This is an optimization exercise on Yosys and OpenROAD, whose aim is small area, a short achievable clock period and few clock cycles per item, not a production implementation.
Function was checked by simulation only, so behaviour that the tests miss may differ from the original.
No activity file was given, so power comes from the tool's default toggle rates.

== red ==
// stream_byte_reassembler_core
module stream_byte_reassembler_core (
	input  logic               clk,
	input  logic               arst_n,
	input  logic               req_valid,
	output logic               req_stall,
	input  logic               kind,
	input  logic [POS_W-1:0]   stream_index,
	input  logic [BYTE_W-1:0]  data_byte,
	input  logic               ends_stream,
	input  logic [SPACE_W-1:0] downstream_space,
	output logic               rsp_valid,
	input  logic               rsp_stall,
	output logic               out_valid,
	output logic [BYTE_W-1:0]  out_byte,
	output logic               last_of_run,
	output logic [SPACE_W-1:0] pending_count,
	output logic               stream_closed
);
	function automatic logic [IW-1:0] pe64(input logic [WINDOW-1:0] x);
		logic [WINDOW-1:0]      v;
		logic [WINDOW*IW-1:0]   ix;
		logic [WINDOW-1:0]      nv;
		logic [WINDOW*IW-1:0]   nix;
		begin
			v  = x;
			ix = '0;
			for (int l = 0; l < IW; l++) begin
				nv  = '0;
				nix = '0;
				for (int i = 0; i < (WINDOW >> (l + 1)); i++) begin
					nv[i] = v[2*i] | v[2*i+1];
					for (int b = 0; b < IW; b++) begin
						if (b < l)
							nix[i*IW+b] = v[2*i] ? ix[(2*i)*IW+b] : ix[(2*i+1)*IW+b];
						else if (b == l)
							nix[i*IW+b] = !v[2*i];
					end
				end
				v  = nv;
				ix = nix;
			end
			pe64 = ix[IW-1:0];
		end
	endfunction
  ...
For scale: about 2,700 cells after synthesis.
Settings: LEC_CHECK=0, CAP_MARGIN=20, CORE_MARGIN=2, CORE_UTILIZATION=40, CTS_BUF_LIST=sky130_fd_sc_hd__clkbuf_4 sky130_fd_sc_hd__clkbuf_8 sky130_fd_sc_hd__clkbuf_16, CTS_CLUSTER_DIAMETER=60, CTS_CLUSTER_SIZE=24, SETUP_SLACK_MARGIN=3.0, SLEW_MARGIN=20; clock period 6.0 ns.
run.sh (not shown) runs the stock make flow with config.mk's settings and CLKGATE_MAP_FILE= SYNTH_SCRIPT=/design/flow/synth_recipe.tcl, a recipe that flattens the netlist after the stock synthesis.
Testbench counts of red, summed over its fixed seeds: cycles 14,740, items 9,629.
Input changes introduced in blue (baseline for comparison: red):
-- flow/design.v --
<<< red, line 105
	assign in_win   = !closed && in_range && (qd_q < qroom_q);
	assign st0      = in_win && (d6 == '0);
	assign nm       = in_win && !(|(rel_q & ddec));
	assign room1    = qroom_q - SPACE_W'(1);
	always_comb begin
>>> blue, line 105
	assign in_win   = !closed && in_range && (qd_q < qroom_q);
	assign st0      = in_win && (d6 == '0);
	assign nm       = in_win && !rel_q[d6];
	assign room1    = qroom_q - SPACE_W'(1);
	always_comb begin
<<< red, line 112
		end
	end
	assign setv = ddec & {WINDOW{in_win}};
	assign z0       = !(rel_q[0] || (in_range && (d6 == IW'(0)))) || (qroom_q == '0);
	assign z1       = !(rel_q[1] || (in_range && (d6 == IW'(1)))) || (qroom_q == SPACE_W'(1));
>>> blue, line 112
		end
	end
	assign setv = ddec & {WINDOW{in_win && !em_q}};
	assign z0       = !(rel_q[0] || (in_range && (d6 == IW'(0)))) || (qroom_q == '0);
	assign z1       = !(rel_q[1] || (in_range && (d6 == IW'(1)))) || (qroom_q == SPACE_W'(1));
<<< red, line 126
	assign er_small = (end_q[SPACE_W-1:0] < next_q[SPACE_W-1:0]) ? (end_q[POS_W-1:SPACE_W] == nh1)
	                                                           : (end_q[POS_W-1:SPACE_W] == nh);
	logic [WINDOW-1:0] hdec;
	always_comb begin
		for (int i = 0; i < WINDOW; i++) begin
			hdec[i] = (h == IW'(i));
		end
		rd_byte = '0;
		for (int i = 0; i < WINDOW; i++) begin
			rd_byte = rd_byte | (ring_q[i] & {BYTE_W{hdec[i]}});
		end
	end
	assign adv     = (do_proc && nonempty) || do_emit;
	logic [WINDOW-1:0] kdec, kz;
>>> blue, line 126
	assign er_small = (end_q[SPACE_W-1:0] < next_q[SPACE_W-1:0]) ? (end_q[POS_W-1:SPACE_W] == nh1)
	                                                           : (end_q[POS_W-1:SPACE_W] == nh);
	assign rd_byte = ring_q[h];
	assign adv     = (do_proc && nonempty) || do_emit;
	logic [WINDOW-1:0] kdec, kz;
<<< red, line 201
				next_q <= next_q + POS_W'(1);
			end
			if (do_proc) begin
				if (nonempty) begin
					rel_q <= (rel_q | setv) >> 1;
				end else begin
					rel_q <= rel_q | setv;
				end
			end else if (do_emit) begin
				rel_q <= rel_q >> 1;
			end
			if (r2_move && r2f_q) begin
>>> blue, line 192
				next_q <= next_q + POS_W'(1);
			end
			if (do_proc || do_emit) begin
				rel_q <= adv ? ((rel_q | setv) >> 1) : (rel_q | setv);
			end
			if (r2_move && r2f_q) begin
--- outcome ---
Design area delta for blue relative to red: about 5% lower
Compared with red, blue has extra setup slack.
STATUS wire length of the first global-routing pass: blue wins against red
Between blue and red, sequential share of layout area is higher for blue, red comes in under that.
blue has initial standard-cell utilization of the core above what red had.
Changes observed in blue relative to red: sequential element share of the synthesized area lower; met1 demand-to-capacity share in global routing lost 12 points; number of setup buffers added after CTS now sits lower; weighted congestion at the end of routability-driven global placement went down about 5%.
Met3 layer wire length in the routed design (blue vs. red) decreases by more than half
Comparing average footprint of a synthesized cell for blue and red, the bigger number came from blue.
Taking red as 1.0, blue lands at 0.51 on final total power.
Sort blue and red by utilization desc -> top: red
Testbench counts of blue, summed over its fixed seeds: cycles 14,740, items 9,629.

* * *

Starting RTL as in the previous note.
export LEC_CHECK = 0
export CAP_MARGIN = 20
export CORE_MARGIN = 2
export CORE_UTILIZATION = 40
export CTS_BUF_LIST = sky130_fd_sc_hd__clkbuf_4 sky130_fd_sc_hd__clkbuf_8 sky130_fd_sc_hd__clkbuf_16
export CTS_CLUSTER_DIAMETER = 60
export CTS_CLUSTER_SIZE = 24
export SETUP_SLACK_MARGIN = 3.2
export SLEW_MARGIN = 20
export TNS_END_PERCENT = 50
create_clock -name core_clock -period 6.0 [get_ports {clk}]
The first run ran to the end with no violations.
Testbench counts at the start, summed over its fixed seeds: cycles 14,740, items 9,629.
Then changed:
--- a/flow/design.v
+++ b/flow/design.v
@@ -99,17 +99,17 @@
 	logic [SPACE_W-1:0] room1;
 	logic [BYTE_W-1:0] rd_byte;
 	assign h      = next_q[IW-1:0];
 	assign d6     = qd_q[IW-1:0];
 	assign closed = oc_q;
 	assign in_range = !qkind_q && qsmall_q && !qd_q[IW];
 	assign in_win   = !closed && in_range && (qd_q < qroom_q);
 	assign st0      = in_win && (d6 == '0);
-	assign nm       = in_win && !(|(rel_q & ddec));
+	assign nm       = in_win && !rel_q[d6];
 	assign room1    = qroom_q - SPACE_W'(1);
 	always_comb begin
 		for (int i = 0; i < WINDOW; i++) begin
 			ddec[i] = (d6 == IW'(i));
 		end
 	end
 	assign setv = ddec & {WINDOW{in_win}};
 	assign z0       = !(rel_q[0] || (in_range && (d6 == IW'(0)))) || (qroom_q == '0);
@@ -120,26 +120,17 @@
 	logic [SPACE_W-1:0] er;
 	logic               er_small;
 	logic [POS_W-SPACE_W-1:0] nh, nh1;
 	assign nh       = next_q[POS_W-1:SPACE_W];
 	assign nh1      = nh + 1'b1;
 	assign er       = end_q[SPACE_W-1:0] - next_q[SPACE_W-1:0];
 	assign er_small = (end_q[SPACE_W-1:0] < next_q[SPACE_W-1:0]) ? (end_q[POS_W-1:SPACE_W] == nh1)
 	                                                           : (end_q[POS_W-1:SPACE_W] == nh);
-	logic [WINDOW-1:0] hdec;
-	always_comb begin
-		for (int i = 0; i < WINDOW; i++) begin
-			hdec[i] = (h == IW'(i));
-		end
-		rd_byte = '0;
-		for (int i = 0; i < WINDOW; i++) begin
-			rd_byte = rd_byte | (ring_q[i] & {BYTE_W{hdec[i]}});
-		end
-	end
+	assign rd_byte = ring_q[h];
 	assign adv     = (do_proc && nonempty) || do_emit;
 	logic [WINDOW-1:0] kdec, kz;
 	always_comb begin
 		for (int i = 0; i < WINDOW; i++) begin
 			kdec[i] = (r1rk_q == IW'(i));
 		end
 	end
 	assign kz = ~rel_q | kdec;
What happened: The changed run finished clean; power went down by 49%; worst hold slack barely changes; utilization falls by 2.2 points; first-iteration DRC count came out lower by 28%; sequential power goes down by 22%; wire length decreases by 28%; sequential share of layout area went up by 1.3 points; via count went down by 17%; synthesized area rose by 1.6%; worst setup slack improved by 0.49 ns; global-route usage falls by 9.1 points; maximum frequency grows by 17%; register-to-register slack gains 0.49 ns; combinational power drops by 96%.
Testbench counts after the change, summed over its fixed seeds: cycles 14,740, items 9,629.

port drivers added, routing unchanged:
The results above use ideal ports. As a check the final layouts listed here were re-extracted and re-timed, cells and wires unchanged. Step 1: set_driving_cell puts a clkbuf_16 on clk and a buf_2 on each other input, an assumption about the parent block. Step 2, shift: input delay + t, output delay - t, t = (earliest + latest rising clock arrival at the registers) / 2. This alone moves slack from input paths to output paths. a / b / c = no drivers / after step 1 / after step 2; a / b = the first two.
| run | t (ns) | slack for setup (ns) | worst setup path after step 2 | worst register clock-pin slew, ns | worst slew at a driven data input, ns |
|---|---|---|---|---|---|
| red | 0.705 | 2.746 / 2.746 / 2.193 | input to register | 0.10 / 0.10 | 0.13 |
| blue | 0.678 | 2.940 / 2.940 / 2.401 | input to register | 0.09 / 0.09 | 0.05 |
| the first run of note 2 | 0.711 | 2.602 / 2.602 / 2.248 | input to register | 0.09 / 0.09 | 0.09 |
| the second run of note 2 | 0.718 | 3.090 / 3.090 / 2.451 | input to register | 0.09 / 0.09 | 0.15 |
After both steps setup and hold are still met in every run listed. The setup slack of the second run of note 2, which loses most, moves by 0.000 ns with the drivers and by -0.639 ns with both steps.
